This design comes from an exercise in tuning for small area and a short achievable clock period on the open sky130 flow, not from production work.
RTL that was checked went through simulation tests only; none was proved equivalent to the original.
No activity file was given, so power comes from the tool's default toggle rates.

## goodness_tracker
module goodness_tracker
#(
  parameter int CORE_NUM            = 4,
  parameter int POST_NEUR_PARALLEL  = 8,
  parameter int POST_NEUR_MEM_WIDTH = 13,
  parameter int GOODNESS_WIDTH      = 24
) (
  input  logic                                                    clk,
  input  logic                                                    rst,
  input  logic [CORE_NUM-1:0]                                     core_valid,
  input  logic [CORE_NUM-1:0]                                     core_last,
  input  logic [CORE_NUM-1:0]                                     core_clear,
  input  logic [CORE_NUM*POST_NEUR_PARALLEL*POST_NEUR_MEM_WIDTH-1:0] core_mem_bus,
  input  logic                                                    mode,
  input  logic [3:0]                                              avg_shift,
  input  logic [GOODNESS_WIDTH-1:0]                               theta,
  output logic [CORE_NUM*GOODNESS_WIDTH-1:0]                      sample_bus,
  output logic [CORE_NUM*GOODNESS_WIDTH-1:0]                      avg_bus,
  output logic [CORE_NUM-1:0]                                     done,
  output logic [CORE_NUM-1:0]                                     above_theta
);
  localparam int P     = POST_NEUR_PARALLEL;
  ...
==> flow/config.mk <==
export PLATFORM = sky130hd
export DESIGN_NAME = goodness_tracker
export DESIGN_NICKNAME = goodness_tracker
export VERILOG_FILES = /design/flow/design.v
export SDC_FILE = /design/flow/constraint.sdc
export NUM_CORES = 4
export LEC_CHECK = 0
export CAP_MARGIN = 20
export CORE_MARGIN = 2
export CORE_UTILIZATION = 38
export CTS_CLUSTER_DIAMETER = 200
export CTS_CLUSTER_SIZE = 18
export SETUP_SLACK_MARGIN = 5
export SLEW_MARGIN = 20
export SYNTH_HIERARCHICAL = 1
export SYNTH_MINIMUM_KEEP_SIZE = 0
export TNS_END_PERCENT = 10
==> flow/constraint.sdc <==
create_clock -name core_clock -period 15.0 [get_ports {clk}]
set_input_delay 3.0000 -clock core_clock [delete_from_list [all_inputs] [get_ports {clk}]]
set_output_delay 3.0000 -clock core_clock [all_outputs]
set_load 0.01 [all_outputs]
standard.sh (not shown) runs the stock make flow with config.mk's settings and CLKGATE_MAP_FILE= SYNTH_SCRIPT=/design/flow/synth_recipe.tcl, a recipe that flattens the netlist after the stock synthesis.
==> flow/flow/run.sh <==
#!/bin/bash
set -euo pipefail
bash standard.sh SETUP_SLACK_MARGIN=8.5 \
  "BUFFER_PORTS_ARGS=-buffer_cell sky130_fd_sc_hd__buf_1" finish > standard_flow.log 2>&1
The starting point finished clean.
Change:
- CTS_CLUSTER_DIAMETER: 200 -> unset
- CTS_CLUSTER_SIZE: 18 -> unset
Effect:
- The new run passed the timing, design-rule and antenna checks
- area after synthesis does not change
- clock-buffer cell count climbs by 46
- setup slack gets better by 76 ps
- sequential power is about the same
- wire length hardly moves
- cell area climbs by a few percent
- worst hold slack is worse by 3.3 ps
- utilization came out higher by 0.91 points
- clock power increases by well over a third
- flip-flop and latch count is unchanged
Change:
- CTS_CLUSTER_DIAMETER: unset -> 150
- CTS_CLUSTER_SIZE: unset -> 14
After rerunning:
- die area does not change
- critical path depth rises by 2
- wire length falls by 0.61%
- clock-buffer cell count falls by 27
- clock power falls by 33%
- global-route usage falls by 0.27 points
- setup slack gets worse by 150 ps
- core utilization falls by 0.66 points
- total power falls by 4.9%
Change:
==> flow/flow/run.sh (replaced) <==
#!/bin/bash
set -euo pipefail
bash standard.sh SETUP_SLACK_MARGIN=9 \
  "BUFFER_PORTS_ARGS=-buffer_cell sky130_fd_sc_hd__buf_1" finish > standard_flow.log 2>&1
- CTS_CLUSTER_DIAMETER: 150 -> unset
- CTS_CLUSTER_SIZE: 14 -> unset
- TNS_END_PERCENT: 10 -> 3
Die area does not change.
Cell area goes up by a few percent.
Synthesized cell count does not change.
Area after synthesis does not change.
Wire length goes up slightly.
Flip-flop and latch count does not change.
Via count goes up slightly.
First-iteration DRC count goes up slightly.
Register-to-register slack got worse by 130 ps.
Sequential power barely changes.
Worst setup slack improved by 180 ps.
Change:
==> flow/flow/run.sh (replaced) <==
#!/bin/bash
set -euo pipefail
bash standard.sh SETUP_SLACK_MARGIN=8.2 \
  "BUFFER_PORTS_ARGS=-buffer_cell sky130_fd_sc_hd__buf_1" finish > standard_flow.log 2>&1
- TNS_END_PERCENT: 3 -> 10
Final area came out lower by 4.0%.
Global-route usage went down by 0.32 points.
Worst setup slack loses 120 ps.
Worst hold slack stays flat.

========
## job 145
goodness_tracker, a different RTL version from the one above (not shown whole).
For scale: roughly 12,000 cells after synthesis, roughly 850 flip-flops.
Settings: LEC_CHECK=0, CAP_MARGIN=20, CORE_MARGIN=2, CORE_UTILIZATION=38, SETUP_SLACK_MARGIN=5, SLEW_MARGIN=20, SYNTH_HIERARCHICAL=1, SYNTH_MINIMUM_KEEP_SIZE=0, TNS_END_PERCENT=10; clock period 15.0 ns.
==> flow/flow/run.sh <==
#!/bin/bash
set -euo pipefail
bash standard.sh SETUP_SLACK_MARGIN=8.5 \
  "BUFFER_PORTS_ARGS=-buffer_cell sky130_fd_sc_hd__buf_1" finish > standard_flow.log 2>&1
Changes in job 4217 relative to job 145:
- CORE_UTILIZATION changed from 38 to 55
==> flow/flow/run.sh <==
#!/bin/bash
set -euo pipefail
bash standard.sh SETUP_SLACK_MARGIN=8.5 finish > standard_flow.log 2>&1
- When the final numbers for job 4217 and job 145 were put side by side, the static leakage power turned out to be greater in job 4217.
- Measured against each other, job 4217 and job 145 differ in number of clock buffer instances in the layout, the higher figure coming from job 145.
- Of the two values seen for launch point of the worst path, core_mem_bus[220] was produced by job 4217 and mode by job 145.
- Job 4217 ends up with a first-pass GRT wire length that is about 2.4% higher than in job 145.
- From job 145 to job 4217 the numbers moved as follows: part of the total power dissipated in the clock network shows a reduction of 0.9 points, via count increased by about 3.4% relative to the old numbers, worst path setup slack after routing went down by 0.14 ns.
Inputs modified between job 4217 and job 3161:
- changing CORE_UTILIZATION from 55 to 38
==> run notes <==
Summary of job 3161 over job 4217: portion of total power attributed to combinational logic decreased by 0.2 points relative to the old numbers, setup slack of the critical path after layout higher, sequential share of layout area down 0.16 points, total clock buffers created by CTS up 5.3%, footprint of the multi-input gates barely changed.
Job 4217 → job 3161: die area went up by 44%; pin count of the biggest net entering global routing went down by 58; wire length went down by 3.8%; post-synthesis sequential area ratio was more or less identical.
The following lists how job 6021 was set up differently from job 3161:
- putting CTS_CLUSTER_SIZE at 30 where nothing was set
==> flow/flow/run.sh <==
#!/bin/bash
set -euo pipefail
bash standard.sh SETUP_SLACK_MARGIN=8.5 \
  "BUFFER_PORTS_ARGS=-buffer_cell sky130_fd_sc_hd__buf_1" finish > standard_flow.log 2>&1
==> run notes <==
Having completed the whole flow, job 6021 delivered a layout that passed the timing, design-rule and antenna checks.
The total CTS buffers in job 6021 sits 1 above the value recorded for job 3161.
Job 6021 leaves more setup margin than job 3161.
The required time at the endpoint of the critical path number comes out higher for job 3161 vs job 6021.
Final cell count went up slightly going from job 3161 to job 6021.
Proportion of power drawn by combinational gates in job 6021 is 0.5 points lower than in job 3161

========
run E:
Another version of the RTL of goodness_tracker (not shown whole).
For scale: roughly 11000 cells after synthesis, about 720 flip-flops, roughly 0.11 mm² of cells after synthesis.
Settings: LEC_CHECK=0, CAP_MARGIN=20, CORE_MARGIN=2, CORE_UTILIZATION=38, SETUP_SLACK_MARGIN=5, SLEW_MARGIN=20, SYNTH_HIERARCHICAL=1, SYNTH_MINIMUM_KEEP_SIZE=0; clock period 15.0 ns.
==> flow/flow/run.sh <==
#!/bin/bash
set -euo pipefail
bash standard.sh SETUP_SLACK_MARGIN=9 finish > standard_flow.log 2>&1
Run E completed every stage of the flow, and the final layout passed the timing, design-rule and antenna checks.
Input-level comparison between run F and run E:
==> flow/flow/run.sh <==
#!/bin/bash
set -euo pipefail
bash standard.sh SETUP_SLACK_MARGIN=8 finish > standard_flow.log 2>&1
[summary]
Run F went all the way through synthesis, placement and routing and the layout is clean on timing, DRC and antenna. Compared with run E, run F shows critical path depth lower by 14. Compared with run E, run F shows a higher detailed-routed wire length on met3. Against run E, multi-input logic cell count in run F fell slightly. | placer congestion estimate | higher: run F |.
Function was not checked in any run of this note: the RTL went through the layout flow alone.

[port drivers added, routing unchanged]
The results above use ideal ports. As a check the final layouts listed here were re-extracted and re-timed, cells and wires unchanged.
Step 1: set_driving_cell puts a clkbuf_16 on clk and a buf_2 on each other input, an assumption about the parent block.
Step 2, shift: input delay + t, output delay - t, t = (earliest + latest rising clock arrival at the registers) / 2. This alone moves slack from input paths to output paths.
Three values: ideal, step 1, step 2; two values: the first two.
run	t (ns)	slack for setup (ns)	slew at the worst register clock pin (ns)	worst data-port slew with drivers (ns)	pins driven straight from the clock port
the first run of note 1	0.774	8.181 / 7.981 / 7.207	0.10 / 0.10	0.32	1
the second run of note 1	0.841	8.256 / 8.087 / 7.245	0.08 / 0.08	0.35	1
the third run of note 1	0.808	8.102 / 8.049 / 7.241	0.09 / 0.09	0.27	1
the fourth run of note 1	0.836	8.283 / 8.021 / 7.185	0.08 / 0.08	0.53	1
the fifth run of note 1	0.847	8.158 / 8.054 / 7.207	0.08 / 0.08	0.28	1
job 145	0.832	8.320 / 8.103 / 7.271	0.08 / 0.08	0.38	1
job 4217	0.855	8.183 / 8.002 / 7.147	0.08 / 0.08	0.54	1
job 3161	0.832	8.316 / 8.079 / 7.247	0.08 / 0.08	0.39	1
job 6021	0.832	8.320 / 8.103 / 7.271	0.08 / 0.08	0.38	1
run E	0.826	8.375 / 8.374 / 7.549	0.08 / 0.08	0.46	1
run F	0.818	8.043 / 8.122 / 7.304	0.07 / 0.07	0.16	1
After both steps every run listed still meets setup and hold. For the fourth run of note 1, which loses most, drivers alone change the setup slack by -0.262 ns; drivers and shift together by -1.098 ns.
